What follows belongs to an exercise in optimizing a design on an open flow for a short achievable clock period and few clock cycles; a production flow would make more cautious choices.
No functional check of the RTL was part of this run.
Power and IR drop assume default switching activity.

===== design/flow/run.sh =====
#!/bin/bash
# synth_recipe.tcl (not shown) runs the flow's synth.tcl, then flattens the netlist and writes it again
# the make line also repeats each setting of config.mk as NAME=value (left out here)
make -C /OpenROAD-flow-scripts/flow DESIGN_CONFIG=/design/flow/config.mk WORK_HOME=/design/flow/orfs CLKGATE_MAP_FILE= SYNTH_SCRIPT=/design/flow/synth_recipe.tcl finish

===== design/flow/constraint.sdc =====
create_clock -name core_clock -period 7.0 [get_ports {clk}]
set_input_delay 1.4000 -clock core_clock [delete_from_list [all_inputs] [get_ports {clk}]]
set_output_delay 1.4000 -clock core_clock [all_outputs]
set_load 0.01 [all_outputs]

===== design/flow/config.mk =====
export PLATFORM = sky130hd
export DESIGN_NAME = ww_top
export DESIGN_NICKNAME = ww_top
export VERILOG_FILES = /design/flow/design.v
export SDC_FILE = /design/flow/constraint.sdc
export NUM_CORES = 4
export LEC_CHECK = 0
export ABC_CLOCK_PERIOD_IN_PS = 3000
export CAP_MARGIN = 20
export CORE_MARGIN = 2
export CORE_UTILIZATION = 40
export GPL_TIMING_DRIVEN = 1
export SETUP_SLACK_MARGIN = 3.5
export SLEW_MARGIN = 20
export TNS_END_PERCENT = 20

===== design/flow/design.v =====
`timescale 1ns/100ps
package ww_pkg;
	localparam logic [4:0] OP_TS = 5'o10;
	localparam logic [4:0] OP_CP = 5'o16;
	localparam logic [4:0] OP_SP = 5'o17;
	localparam logic [4:0] OP_CA = 5'o20;
	localparam logic [4:0] OP_AD = 5'o22;
	localparam logic [4:0] OP_SU = 5'o23;
	function automatic logic [15:0] oc_add(logic [15:0] a, logic [15:0] b);
		logic [15:0] g;
		logic [15:0] p;
		logic [15:0] gg;
		logic [15:0] pp;
		logic [15:0] c;
		g = a & b;
		p = a ^ b;
		gg = g;
		pp = p;
		for (int d = 1; d < 16; d = d * 2) begin
			for (int i = 15; i >= d; i--) begin
				gg[i] = gg[i] | (pp[i] & gg[i-d]);
				pp[i] = pp[i] & pp[i-d];
			end
		end
		c[0] = gg[15];
		for (int i = 1; i < 16; i++) begin
			c[i] = gg[i-1] | (pp[i-1] & gg[15]);
		end
		oc_add = p ^ c;
	endfunction
	function automatic logic [31:0] oc_csa(logic [15:0] a, logic [15:0] b, logic [15:0] c);
		logic [15:0] s;
		logic [15:0] m;
		s = a ^ b ^ c;
		m = (a & b) | (a & c) | (b & c);
		oc_csa = {s, m[14:0], m[15]};
	endfunction
	function automatic logic is_op(logic [15:0] w, logic [4:0] op);
		is_op = w[15:11] == op;
	endfunction
	function automatic logic is_st_addr(logic [10:0] a);
		is_st_addr = (&a[10:5]) && (a[4:0] < 5'd5);
	endfunction
endpackage
`timescale 1ns/100ps
`timescale 1ns/100ps
`timescale 1ns/100ps
`timescale 1ns/100ps
`timescale 1ns/100ps
`timescale 1ns/100ps
module ww_top (
	input logic clk,
	input logic reset,
	input logic wb_cyc_i,
	input logic wb_stb_i,
	input logic wb_we_i,
	input logic [10:0] wb_adr_i,
	input logic [15:0] wb_dat_i,
	output logic wb_ack_o,
	output logic [15:0] wb_dat_o,
	output logic status_running,
	output logic [10:0] status_pc,
	output logic [15:0] status_ac
);
	localparam int W = 4;		 
	logic ack;
	logic run;
	logic [10:0] start_pc;
	logic [31:0][15:0] mem;		 
	logic [15:0] rd_dat;
	logic start_q;
	logic access;
	logic bus_wr;
	logic b_ctrl;
	logic b_blk;
	assign access = wb_cyc_i && wb_stb_i && !ack;
	assign bus_wr = access && wb_we_i;
	assign b_ctrl = wb_adr_i == 11'd0;
	assign b_blk = &wb_adr_i[10:5];
	always_ff @(posedge clk) begin
		if (b_ctrl) begin
			rd_dat <= {4'd0, run, start_pc};
		end else if (b_blk) begin
			rd_dat <= mem[wb_adr_i[4:0]];
		end else begin
			rd_dat <= '0;
		end
	end
	always_ff @(posedge clk or negedge reset) begin
		if (!reset) begin
			ack <= 1'b0;
			run <= 1'b0;
			start_pc <= '0;
			start_q <= 1'b0;
		end else begin
			ack <= access;
			start_q <= bus_wr && b_ctrl && wb_dat_i[11] && !run;
			if (bus_wr && b_ctrl) begin
				run <= wb_dat_i[11];
				start_pc <= wb_dat_i[10:0];
			end
		end
	end
	assign wb_ack_o = ack;
	assign wb_dat_o = rd_dat;
	logic running;
	logic rl;			 
	logic [10:0] pc;		 
	logic [15:0] ac;
	logic [W-1:0][15:0] I;
	logic [W-1:0][15:0] O;
	logic [31:0][15:0] dtab;
	logic [4:0] ddirty;		 
	function automatic logic [15:0] rdw(logic [31:0][15:0] m, logic [10:0] x);
		rdw = (&x[10:5]) ? m[x[4:0]] : 16'd0;
	endfunction
	logic adv;
	logic exmode;
	logic loadmode;
	assign adv = running && run;
	assign exmode = adv && !rl && !start_q;
	assign loadmode = start_q || (adv && rl);
	logic [W-1:0][10:0] a;
	logic [W-1:0] ca, ad, su, ar, st, sp, cp, slf;
	always_comb begin
		for (int k = 0; k < W; k++) begin
			a[k] = I[k][10:0];
			ca[k] = ww_pkg::is_op(I[k], ww_pkg::OP_CA);
			ad[k] = ww_pkg::is_op(I[k], ww_pkg::OP_AD);
			su[k] = ww_pkg::is_op(I[k], ww_pkg::OP_SU);
			ar[k] = ca[k] || ad[k] || su[k];
			st[k] = ww_pkg::is_op(I[k], ww_pkg::OP_TS) && ww_pkg::is_st_addr(a[k]);
			sp[k] = ww_pkg::is_op(I[k], ww_pkg::OP_SP);
			cp[k] = ww_pkg::is_op(I[k], ww_pkg::OP_CP);
			slf[k] = a[k] == 11'(pc + 11'(k));
		end
	end
	logic [W-1:0] vld;
	logic [W-1:0] fwd;
	always_comb begin
		logic raw;
		logic early;
		logic bad;
		logic arb;
		vld[0] = 1'b1;
		fwd[0] = 1'b0;
		for (int k = 1; k < W; k++) begin
			raw = 1'b0;
			early = 1'b0;
			bad = 1'b0;
			arb = 1'b0;
			for (int i = 0; i < k; i++) begin
				if (st[i] && a[i] == 11'(pc + 11'(k))) begin
					bad = 1'b1;
				end
				if (st[i] && a[i] == a[k]) begin
					raw = 1'b1;
					early = !arb;
				end
				arb = arb || ar[i];
			end
			if (ar[k] && raw && !early) begin
				bad = 1'b1;
			end
			fwd[k] = raw && early;
			vld[k] = vld[k-1] && !bad;
		end
	end
	logic [W:0][15:0] acs;
	logic [W-1:0][15:0] opx;
	always_comb begin
		logic [15:0] s;
		logic [15:0] c;
		logic [15:0] t;
		logic stop;
		for (int k = 0; k < W; k++) begin
			opx[k] = (fwd[k] ? ac : O[k]) ^ {16{su[k]}};
		end
		acs[0] = ac;
		for (int k = 1; k <= W; k++) begin
			s = '0;
			c = '0;
			stop = 1'b0;
			for (int j = k - 1; j >= 0; j--) begin
				t = (!stop && ar[j]) ? opx[j] : 16'd0;
				{s, c} = ww_pkg::oc_csa(s, c, t);
				stop = stop || ca[j];
			end
			t = stop ? 16'd0 : ac;
			{s, c} = ww_pkg::oc_csa(s, c, t);
			acs[k] = ww_pkg::oc_add(s, c);
		end
	end
	logic [W-1:0] taken;
	logic [W-1:0] ex;		 
	logic [W-1:0] tk;		 
	logic [W-1:0] spl;		 
	logic [W-1:0] stw;		 
	logic nt_all;
	logic halt_x;
	always_comb begin
		for (int k = 0; k < W; k++) begin
			taken[k] = sp[k] || (cp[k] && acs[k][15]);
		end
		ex[0] = exmode;
		spl[0] = 1'b0;
		for (int k = 1; k < W; k++) begin
			ex[k] = ex[k-1] && !taken[k-1] && vld[k];
			spl[k] = ex[k-1] && !taken[k-1] && !vld[k];
		end
		halt_x = 1'b0;
		for (int k = 0; k < W; k++) begin
			tk[k] = ex[k] && taken[k];
			stw[k] = ex[k] && st[k];
			halt_x = halt_x || (tk[k] && slf[k]);
		end
		nt_all = ex[W-1] && !taken[W-1];
	end
	logic [10:0] sbase;
	assign sbase = start_q ? start_pc : (rl ? pc : 11'(pc + 11'(W)));
	logic [W:0][10:0] cb;
	logic [W:0][W-1:0][15:0] ci;
	logic [W:0][W-1:0][15:0] co;
	logic [W:0] hz;
	logic [W:0] h_sp;
	logic [W:0] h_cp;
	always_comb begin
		logic [10:0] x;
		logic [15:0] d;
		logic dirty;
		for (int c = 0; c <= W; c++) begin
			cb[c] = (c < W) ? a[c] : sbase;
			hz[c] = 1'b0;
			for (int m = 0; m < W; m++) begin
				x = 11'(cb[c] + 11'(m));
				ci[c][m] = rdw(mem, x);
				d = rdw(dtab, x);
				for (int k = 0; k < W; k++) begin
					if (k < c && exmode && st[k]) begin
						if (a[k] == ci[c][m][10:0]) begin
							d = acs[k];
						end
						if (a[k] == x) begin
							hz[c] = 1'b1;
						end
					end
				end
				co[c][m] = d;
				dirty = (&x[10:5]) && (x[4:0] < 5'd5) && ddirty[x[2:0]];
				hz[c] = hz[c] || dirty;
			end
			h_sp[c] = ww_pkg::is_op(ci[c][0], ww_pkg::OP_SP) && ci[c][0][10:0] == cb[c];
			h_cp[c] = ww_pkg::is_op(ci[c][0], ww_pkg::OP_CP) && ci[c][0][10:0] == cb[c];
		end
	end
	logic [W:0] sel;		 
	logic spl_any;
	logic [10:0] pc_n;
	logic [15:0] ac_n;
	logic [W-1:0][15:0] i_n;
	logic [W-1:0][15:0] o_n;
	logic rl_n;
	always_comb begin
		for (int c = 0; c < W; c++) begin
			sel[c] = tk[c] && !slf[c];
		end
		sel[W] = nt_all || loadmode;
		spl_any = |spl;
		pc_n = '0;
		ac_n = '0;
		i_n = '0;
		o_n = '0;
		rl_n = 1'b0;
		for (int c = 0; c < W; c++) begin
			if (tk[c]) begin
				pc_n = pc_n | (slf[c] ? 11'(pc + 11'(c)) : cb[c]);
				ac_n = ac_n | acs[c];
			end
			if (spl[c]) begin
				pc_n = pc_n | 11'(pc + 11'(c));
				ac_n = ac_n | acs[c];
			end
		end
		if (nt_all) begin
			pc_n = pc_n | cb[W];
			ac_n = ac_n | acs[W];
		end
		if (loadmode) begin
			pc_n = pc_n | cb[W];
			ac_n = ac_n | ac;
		end
		for (int c = 0; c <= W; c++) begin
			if (sel[c]) begin
				i_n = i_n | ci[c];
				o_n = o_n | co[c];
				rl_n = rl_n | hz[c];
			end
		end
		rl_n = rl_n || spl_any;
	end
	logic h0;
	always_comb begin
		h0 = 1'b0;
		for (int c = 0; c <= W; c++) begin
			if (sel[c] && !hz[c]) begin
				h0 = h0 || h_sp[c] || (h_cp[c] && ac_n[15]);
			end
		end
	end
	always_ff @(posedge clk or negedge reset) begin
		if (!reset) begin
			running <= 1'b0;
			rl <= 1'b0;
			pc <= '0;
			ac <= '0;
			I <= '0;
			O <= '0;
		end else if (start_q || adv) begin
			running <= run && !halt_x && !h0;
			rl <= rl_n;
			pc <= pc_n;
			ac <= ac_n;
			I <= i_n;
			O <= o_n;
		end else begin
			running <= 1'b0;
		end
	end
	logic [4:0] st_hit;
	logic [4:0][15:0] st_val;
	always_comb begin
		st_hit = '0;
		st_val = '0;
		for (int k = 0; k < W; k++) begin
			for (int j = 0; j < 5; j++) begin
				if (stw[k] && a[k][4:0] == 5'(j)) begin
					st_hit[j] = 1'b1;
					st_val[j] = acs[k];
				end
			end
		end
	end
	always_ff @(posedge clk or negedge reset) begin
		if (!reset) begin
			mem <= '0;
		end else begin
			for (int j = 0; j < 5; j++) begin
				if (st_hit[j]) begin
					mem[j] <= st_val[j];
				end
			end
			if (bus_wr && b_blk) begin
				mem[wb_adr_i[4:0]] <= wb_dat_i;
			end
		end
	end
	logic [31:0][15:0] dtab_n;
	always_comb begin
		logic [15:0] d;
		for (int j = 0; j < 32; j++) begin
			d = rdw(mem, mem[j][10:0]);
			for (int k = 0; k < W; k++) begin
				if (stw[k] && a[k] == mem[j][10:0]) begin
					d = acs[k];
				end
			end
			dtab_n[j] = d;
		end
	end
	always_ff @(posedge clk or negedge reset) begin
		if (!reset) begin
			dtab <= '0;
			ddirty <= '0;
		end else begin
			dtab <= dtab_n;
			ddirty <= st_hit;
		end
	end
	assign status_running = running;
	assign status_pc = pc;
	assign status_ac = ac;
endmodule

==> results.sh <==
export IMPL_outcome="did not finish"
export IMPL_stop_stage="5_1_grt"
export IMPL_error="[ERROR GRT-0116] Global routing finished with congestion. Check the congestion regions in the DRC Viewer."
export IMPL_ctsRootBufferMaster="clkbuf_16"
export IMPL_dieHeight_um=1040
export IMPL_place_inst=54600
export IMPL_finalWeightedCongestion=1.31
export IMPL_cts_sinks=1216
export IMPL_synth_commonest_cells="9886 x mux4_2, 6643 x clkbuf_1, 4189 x nand2_1"
export IMPL_postSynthAreaPerCell_um2=10.3
export IMPL_port_buffer_count=76
export IMPL_dieWidth_um=1040
export IMPL_synth_top_cell_area_share=0.519
export IMPL_overflow=4142
export IMPL_synth_edff_count=0
export IMPL_pin_count=77
export IMPL_grt_start_max_net_pins=137
export IMPL_synth_lib_cells_used_distinct=138
export IMPL_rows=380
export IMPL_dp_final_hpwl_um=3180000
export IMPL_synthesis_yosys_warnings=1
export IMPL_asyncSetResetFlopFracSynth=0.987
export IMPL_post_synth_inst_count=41500
export IMPL_clock_tree_htree_level_count=4
export IMPL_number_of_synthesized_register_bits=1216
export IMPL_cts_made_buffers=198
export IMPL_starting_utilization_of_the_core_area=0.401
export IMPL_combined_global_route_utilization_of_all_metal_layers=0.841
export IMPL_post_synth_top_count_cell="mux4_2"
export IMPL_synth_area_leader_cell="mux4_2"
export IMPL_post_synth_main_area_contributors="mux4_2 52%, dfrtp_1 7.0%, clkbuf_1 5.8%"
export IMPL_first_global_vias=559000
export IMPL_ys_seq_area_frac=0.0707
export IMPL_yosys_most_used_dff="dfrtp_1"
export IMPL_syn_num_nets=41800
export IMPL_netlist_area_um2=429000
export IMPL_grt_pass1_wl_um=6040000
export IMPL_bufs_on_longest_clock_path=5
==> power groups by stage <==
stage | Clock [µW] | Combinational (µW) | Sequential [µW]
floorplan | 0 | 865 | 7180
global placement | 0 | 2020 | 7270
detailed placement | 0 | 2040 | 7260
CTS | 11900 | 2050 | 7130
==> stage by stage <==
stage               cell area, µm²  hold slack (ns)  setup slack (ns)  TNS [ns]
CTS                         500000            0.131             -1.63   -841.01
floorplan                   430000            0.450             -1.10   -744.84
detailed placement          490000            0.453             -2.61  -1216.61
global placement            490000            0.448             -4.03  -1622.81
==> cells by family after synthesis <==
kind of cell,share of synthesized area
mux,0.584
simple gates,0.105
buf+inv,0.0838
compound gates,0.0998
xor+xnor,0.0468
flops,0.0707
fa+ha+maj,0.00965
==> routing by layer <==
layer  GRT overflow  GRT usage
met1            530      0.839
met3            722      0.772
met4           1242      0.812
met2           1561      0.929
met5             87      0.654
==> repair_timing <==
action                      CTS
setup endpoints to repair  1197
buffers inserted             86
gates resized for setup     433
hold buffers                  0
pin swaps                   146
gates cloned                  4
==> worst min-delay path by stage <==
| stage | end | from | slack (ns) |
|---|---|---|---|
| floorplan | rd_dat[10] | start_pc[10] | 0.45 |
| global placement | ack | ack | 0.45 |
| detailed placement | ack | ack | 0.45 |
| CTS | mem[226] | reset | 0.13 |
